From an optimization exercise on the open Yosys and OpenROAD flow, aimed at small area and few clock cycles per item; shortcuts taken in it are not production practice. No functional check of the RTL was part of any run shown here.

==> flow/design.v (outline; a module is shown in full before it is edited, if it fits) <==
// module gaze_smoothed_zoom_crop_top: 1373 lines
// module gszc_fa: 4 lines
// module gszc_ha: 4 lines
// module gszc_han: 4 lines
module gaze_smoothed_zoom_crop_top (
	input  wire logic                                 clk,
	input  wire logic                                 arst_n,
	input  wire logic                                 gaze_valid,
	output wire logic                                 gaze_ready,
	input  wire logic signed [gszc_pkg::GAZE_W-1:0]   gaze_x,
	input  wire logic signed [gszc_pkg::GAZE_W-1:0]   gaze_y,
	input  wire logic                                 cfg_valid,
	output wire logic                                 cfg_ready,
	input  wire logic [gszc_pkg::CFG_IDX_W-1:0]       cfg_index,
	input  wire logic [gszc_pkg::CROP_W-1:0]          cfg_data,
	output wire logic                                 result_valid,
	input  wire logic                                 result_ready,
	output logic signed [gszc_pkg::GAZE_W-1:0]        result_center_x,
	output logic signed [gszc_pkg::GAZE_W-1:0]        result_center_y,
	output logic        [gszc_pkg::CROP_W-1:0]        result_crop_width,
	output logic        [gszc_pkg::CROP_W-1:0]        result_crop_height,
	output logic signed [gszc_pkg::CORNER_W-1:0]      result_corner_x,
	output logic signed [gszc_pkg::CORNER_W-1:0]      result_corner_y
);
  // ...
==> flow/run.sh <==
#!/bin/bash
# synth_recipe.tcl (not shown) runs the flow's synth.tcl, then flattens the netlist and writes it again
# the make line also repeats each setting of config.mk as NAME=value (left out here)
make -C /OpenROAD-flow-scripts/flow DESIGN_CONFIG=/design/flow/config.mk WORK_HOME=/design/flow/orfs CLKGATE_MAP_FILE= SYNTH_SCRIPT=/design/flow/synth_recipe.tcl finish
==> flow/config.mk <==
export PLATFORM = sky130hd
export DESIGN_NAME = gaze_smoothed_zoom_crop_top
export DESIGN_NICKNAME = gaze_smoothed_zoom_crop_top
export VERILOG_FILES = /design/flow/design.v
export SDC_FILE = /design/flow/constraint.sdc
export NUM_CORES = 4
export LEC_CHECK = 0
export CAP_MARGIN = 20
export CORE_MARGIN = 2
export CORE_UTILIZATION = 40
export CTS_CLUSTER_DIAMETER = 60
export CTS_CLUSTER_SIZE = 24
export SLEW_MARGIN = 20
export SYNTH_HIERARCHICAL = 1
export SYNTH_MINIMUM_KEEP_SIZE = 0
==> flow/constraint.sdc <==
create_clock -name core_clock -period 9.0 [get_ports {clk}]
set_input_delay 1.8000 -clock core_clock [delete_from_list [all_inputs] [get_ports {clk}]]
set_output_delay 1.8000 -clock core_clock [all_outputs]
set_load 0.01 [all_outputs]
==> results.tsv, run 1 <==
metric	value	unit
status	finished clean	
Inst Count DP	5273	
max_cap viols	0	
pin count of the biggest net entering global routing	99	
synth unique cells	78	
Final Wtd Congestion	0.8824	
post-synth top area cell	edfxtp_1	
HP Class	flip-flop to flip-flop	
Starting Density	40.16	%
fin crit period	8.627	ns
Placement Cell Area	0.04678	sq mm
critical path required time	9.38	ns
Gate Count Post-Synth	3670	
Slew Limit Fails	0	
Worst-path clk slew	0.09	ns
met3 WL	4.491	mm
final setup fails	0	
#FFs+latches synth	520	
Post-synth EDFFs	404	
Congestion Overflow GR	0	
fraction of area in multi-input gates	54.42	%
period utilisation layout	95.86	%
clk_buf instances	57	
area delta synth->final	15.16	%
Die Span Y	331.1	um
Fin Setup TNS	0	ns
Slowest-stage cell, CP	or4_4	
worst min-delay path startpoint	win_y_q[2][8]	
Mapped Area	0.04281	sq mm
Fillers	9764	
endpoints failing hold	0	
Synth warnings	9	
Synth Area in Simple Gates	9.865	%
met3 track demand over resource	2.879	%
post-synth top area share	28.34	%
==> run 2, diff against run 1 <==
--- a/flow/config.mk
+++ b/flow/config.mk
@@ -10,4 +10,4 @@
 export CORE_UTILIZATION = 40
-export CTS_CLUSTER_DIAMETER = 60
-export CTS_CLUSTER_SIZE = 24
+export CTS_CLUSTER_DIAMETER = 100
+export CTS_CLUSTER_SIZE = 30
 export SLEW_MARGIN = 20
==> run 2 against run 1 <==
  * Die area unchanged
  * Sequential share of layout area increased by 0.57 points
  * Global-route usage is 0.31 points lower
  * Worst hold slack improved by 0.013 ns
  * Final cell count decreased by 0.80%
  * Setup slack better by 0.0013 ns
  * Register-to-register slack is essentially flat
  * Wire length decreased by 1.1%
  * Critical path type unchanged
  * Largest cell class unchanged
==> results.tsv, run 2 <==
metric	value	unit	change
status	finished clean		
max_cap viols	0		unchanged
Synth Area in Simple Gates	9.865	%	unchanged
number of antenna violations at the first check in global routing	0		
H-Tree Depth	1		
commonest non-fill, non-tap cell in the layout	fa_1		
endpoints failing hold	0		unchanged
pin count of the biggest net entering global routing	99		unchanged
chip width	331.1	um	
critical path depth	40		
CTS tree	built		
Synth warnings	9		unchanged
Fillers	9833		+0.71%
CP startpoint kind	flip-flop		
Hold WS	0.4252	ns	
ant diodes	0		
HP Class	flip-flop to flip-flop		
drc violations	0		
mux contribution to synthesized area	1.219	%	
Mapped Area	0.04281	sq mm	unchanged
post-synth top area cell	edfxtp_1		
Via Count	27470		
Starting Density	40.16	%	unchanged
combinational family with the most area after synthesis	adder cells		
first-iteration detailed-routing DRC count	1483		
Final Wtd Congestion	0.8824		unchanged
synth unique cells	78		unchanged
Primary FF master, synth	edfxtp_1		
Setup WS pre-CTS	-0.1369	ns	
post-DR wirelength/cell	17.73	um	
Die Span Y	331.1	um	unchanged
row count	120		
asr flop ratio synth	22.31	%	
count leader, synth	fa_1		
area share of fa/ha/maj cells after synthesis	36.24	%	
io pins	128		
Congestion Overflow GR	0		unchanged
crit path kind	flip-flop to flip-flop		
cell family with the largest share of critical-path delay	compound AO/OA/AOI/OAI gates		
HPWL after DPL	74.08	mm	
most used cell, CP	o21ai_1		
Max FO, Critical Path	6		
CTS sink count	520		
Clock Skew	0.03389	ns	
post-route ant nets	0		
commonest cells after routing, fill and taps aside	fa_1, nor2_1, edfxtp_1, ha_1, inv_1		
GR Util All Layers	17.64	%	
total clock buffers created by CTS	28		
DRT Wirelength	94.86	mm	
worst hold stages	0		
DR pass1 iterations	5		
Fmax achieved	0.1159	GHz	
syn_area_per_cell	11.66	sq um	
largest registers	win_x_q (130), win_y_q (130)		
final setup margin	0.3739	ns	
Nets	4882		
Slew Limit Fails	0		unchanged
post-synthesis compound-gate area fraction	9.070	%	
core footprint	0.1066	sq mm	
#FFs+latches synth	520		unchanged
Via density	5.135		
fin crit period	8.626	ns	-0.001341 ns
XOR/XNOR Fraction of Synth Area	4.744	%	
post-synth top area share	28.34	%	unchanged
die area	0.1097	sq mm	
deepest clock path buffer count	3		
final setup fails	0		unchanged
vias in the first global route	28380		
Worst-path clk slew	0.11	ns	+0.02 ns
area delta synth->final	13.06	%	
clk root buf	clkbuf_16		
Worst EP arrival	9.01	ns	
Slowest-stage cell, CP	fa_1		
Post-synth EDFFs	404		unchanged
synth top area cells	edfxtp_1, fa_1, ha_1, dfrtp_1, nor2_1		
number of buffers added on ports	126		
top post-synthesis cells by count	fa_1, nor2_1, edfxtp_1		
first-pass GRT wire length	153.2	mm	
reg2reg path depth	40		
Gate Count Post-Synth	3670		unchanged
Fin Setup TNS	0	ns	unchanged
crit end category	flip-flop		
crit path buf inv count	5		
Tightest Pin Transition	1.161	ns	
worst relative slew slack	22.02	%	
sequential share of the synthesized area	35.17	%	
layout cell share with drive strength beyond 1	9.324	%	
Worst-Skew Late Latency	0.64	ns	
critical path required time	9.38	ns	about the same
largest stage delay on the critical path	0.59	ns	
period utilisation layout	95.85	%	about the same
[run 2: changes by cell type in the layout (fill, tap and decap cells not counted), sizes merged]
cell / delta
clkinvlp: -1
buf: +2
bufinv: -3
inv: -14
clkinv: -6
clkbuf: -21
[run 2: through the flow]
step / cell area, sq um / util (%) / cells
final: 48400 / 45.40 / 5350
after global routing: 48400 / 45.40 / 5350
after CTS: 47860 / 44.89 / 5328
after detailed placement: 46780 / 43.88 / 5273
after global placement: 46780 / 43.88 / 5273
after floorplan: 42970 / - / 3702
[run 2: per-module statistics from Yosys, one instance, submodules excluded]
module | copies in the design | cells
gaze_smoothed_zoom_crop_top | 1 | 3082
gszc_fa | 506 | 1
gszc_ha | 82 | 1
[run 2: worst paths after layout]
kind                                  to           from  slack, ns
max in group asynchronous    max_h_q[10]         arst_n       6.36
max reg2reg                     ch_s4[1]     min_h_q[0]       0.37
max                             ch_s4[1]     min_h_q[0]       0.37
min reg2reg                win_y_q[0][2]  win_y_q[1][2]       0.43
min in group asynchronous     sum_y_q[4]         arst_n       1.26
min                        win_y_q[0][2]  win_y_q[1][2]       0.43
[run 2: layout make-up]
cell class | count | area (sq um) | share of cell area [%]
multi-input combinational | 2767 | 26810 | 55.40
sequential | 520 | 15050 | 31.10
timing repair buffer | 287 | 2527 | 5.222
tap | 1403 | 1755 | 3.627
inverter | 321 | 1212 | 2.505
clock buffer | 36 | 752.0 | 1.554
clock inverter | 16 | 284.0 | 0.5868
[run 2: kinds of logic (layout without fill, tap and decap cells)]
| family | count (synthesis) | count (layout) |
|---|---|---|
| AO/OA/AOI/OAI | 604 | 605 |
| XOR/XNOR | 231 | 231 |
| adder cells (fa/ha/maj) | 910 | 910 |
| buffers and inverters | 416 | 660 |
| flip-flops | 520 | 520 |
| multiplexers | 47 | 47 |
| other | 1 | 33 |
| AND/OR/NAND/NOR | 941 | 941 |
[run 2: per-layer routing]
| layer | global-route usage, % | up-vias | routed length (um) |
|---|---|---|---|
| met3 | 2.025 | 85 | 3671 |
| met1 | 23.65 | 13930 | 41920 |
| li1 | - | 13000 | - |
| met2 | 30.90 | 463 | 47520 |
| met5 | 0 | - | 0 |
| met4 | 3.545 | 0 | 1750 |
[run 2: what timing repair did]
item	in CTS	in global routing
setup buffers	3	20
endpoints found under the setup margin	15	25
pin swaps	1	54
resized for setup	7	93
hold endpoints to repair	0	0
hold buffers	0	0
gates cloned	0	2

## afterwards: timing with drivers on the ports
The results above use ideal ports. As a check the final layouts listed here were re-extracted and re-timed, cells and wires unchanged. Step 1, drivers: a clkbuf_16 drives clk and a buf_2 each remaining input, both assumed. Step 2 moves the port delays by t, midway between the first and last clock arrival at a register: inputs arrive t later, outputs are due t later. That takes back most of the time a late clock gives input paths. Three values: ideal, step 1, step 2; two values: the first two.
| run | shift t [ns] | setup slack, ns | worst setup path at the end | pins driven straight from the clock port |
|---|---|---|---|---|
| run 1 | 0.713 | 0.373 / 0.373 / 0.373 | register to register | 1 |
| run 2 | 0.695 | 0.374 / 0.374 / 0.374 | register to register | 1 |
After both steps setup and hold are still met in every run listed.
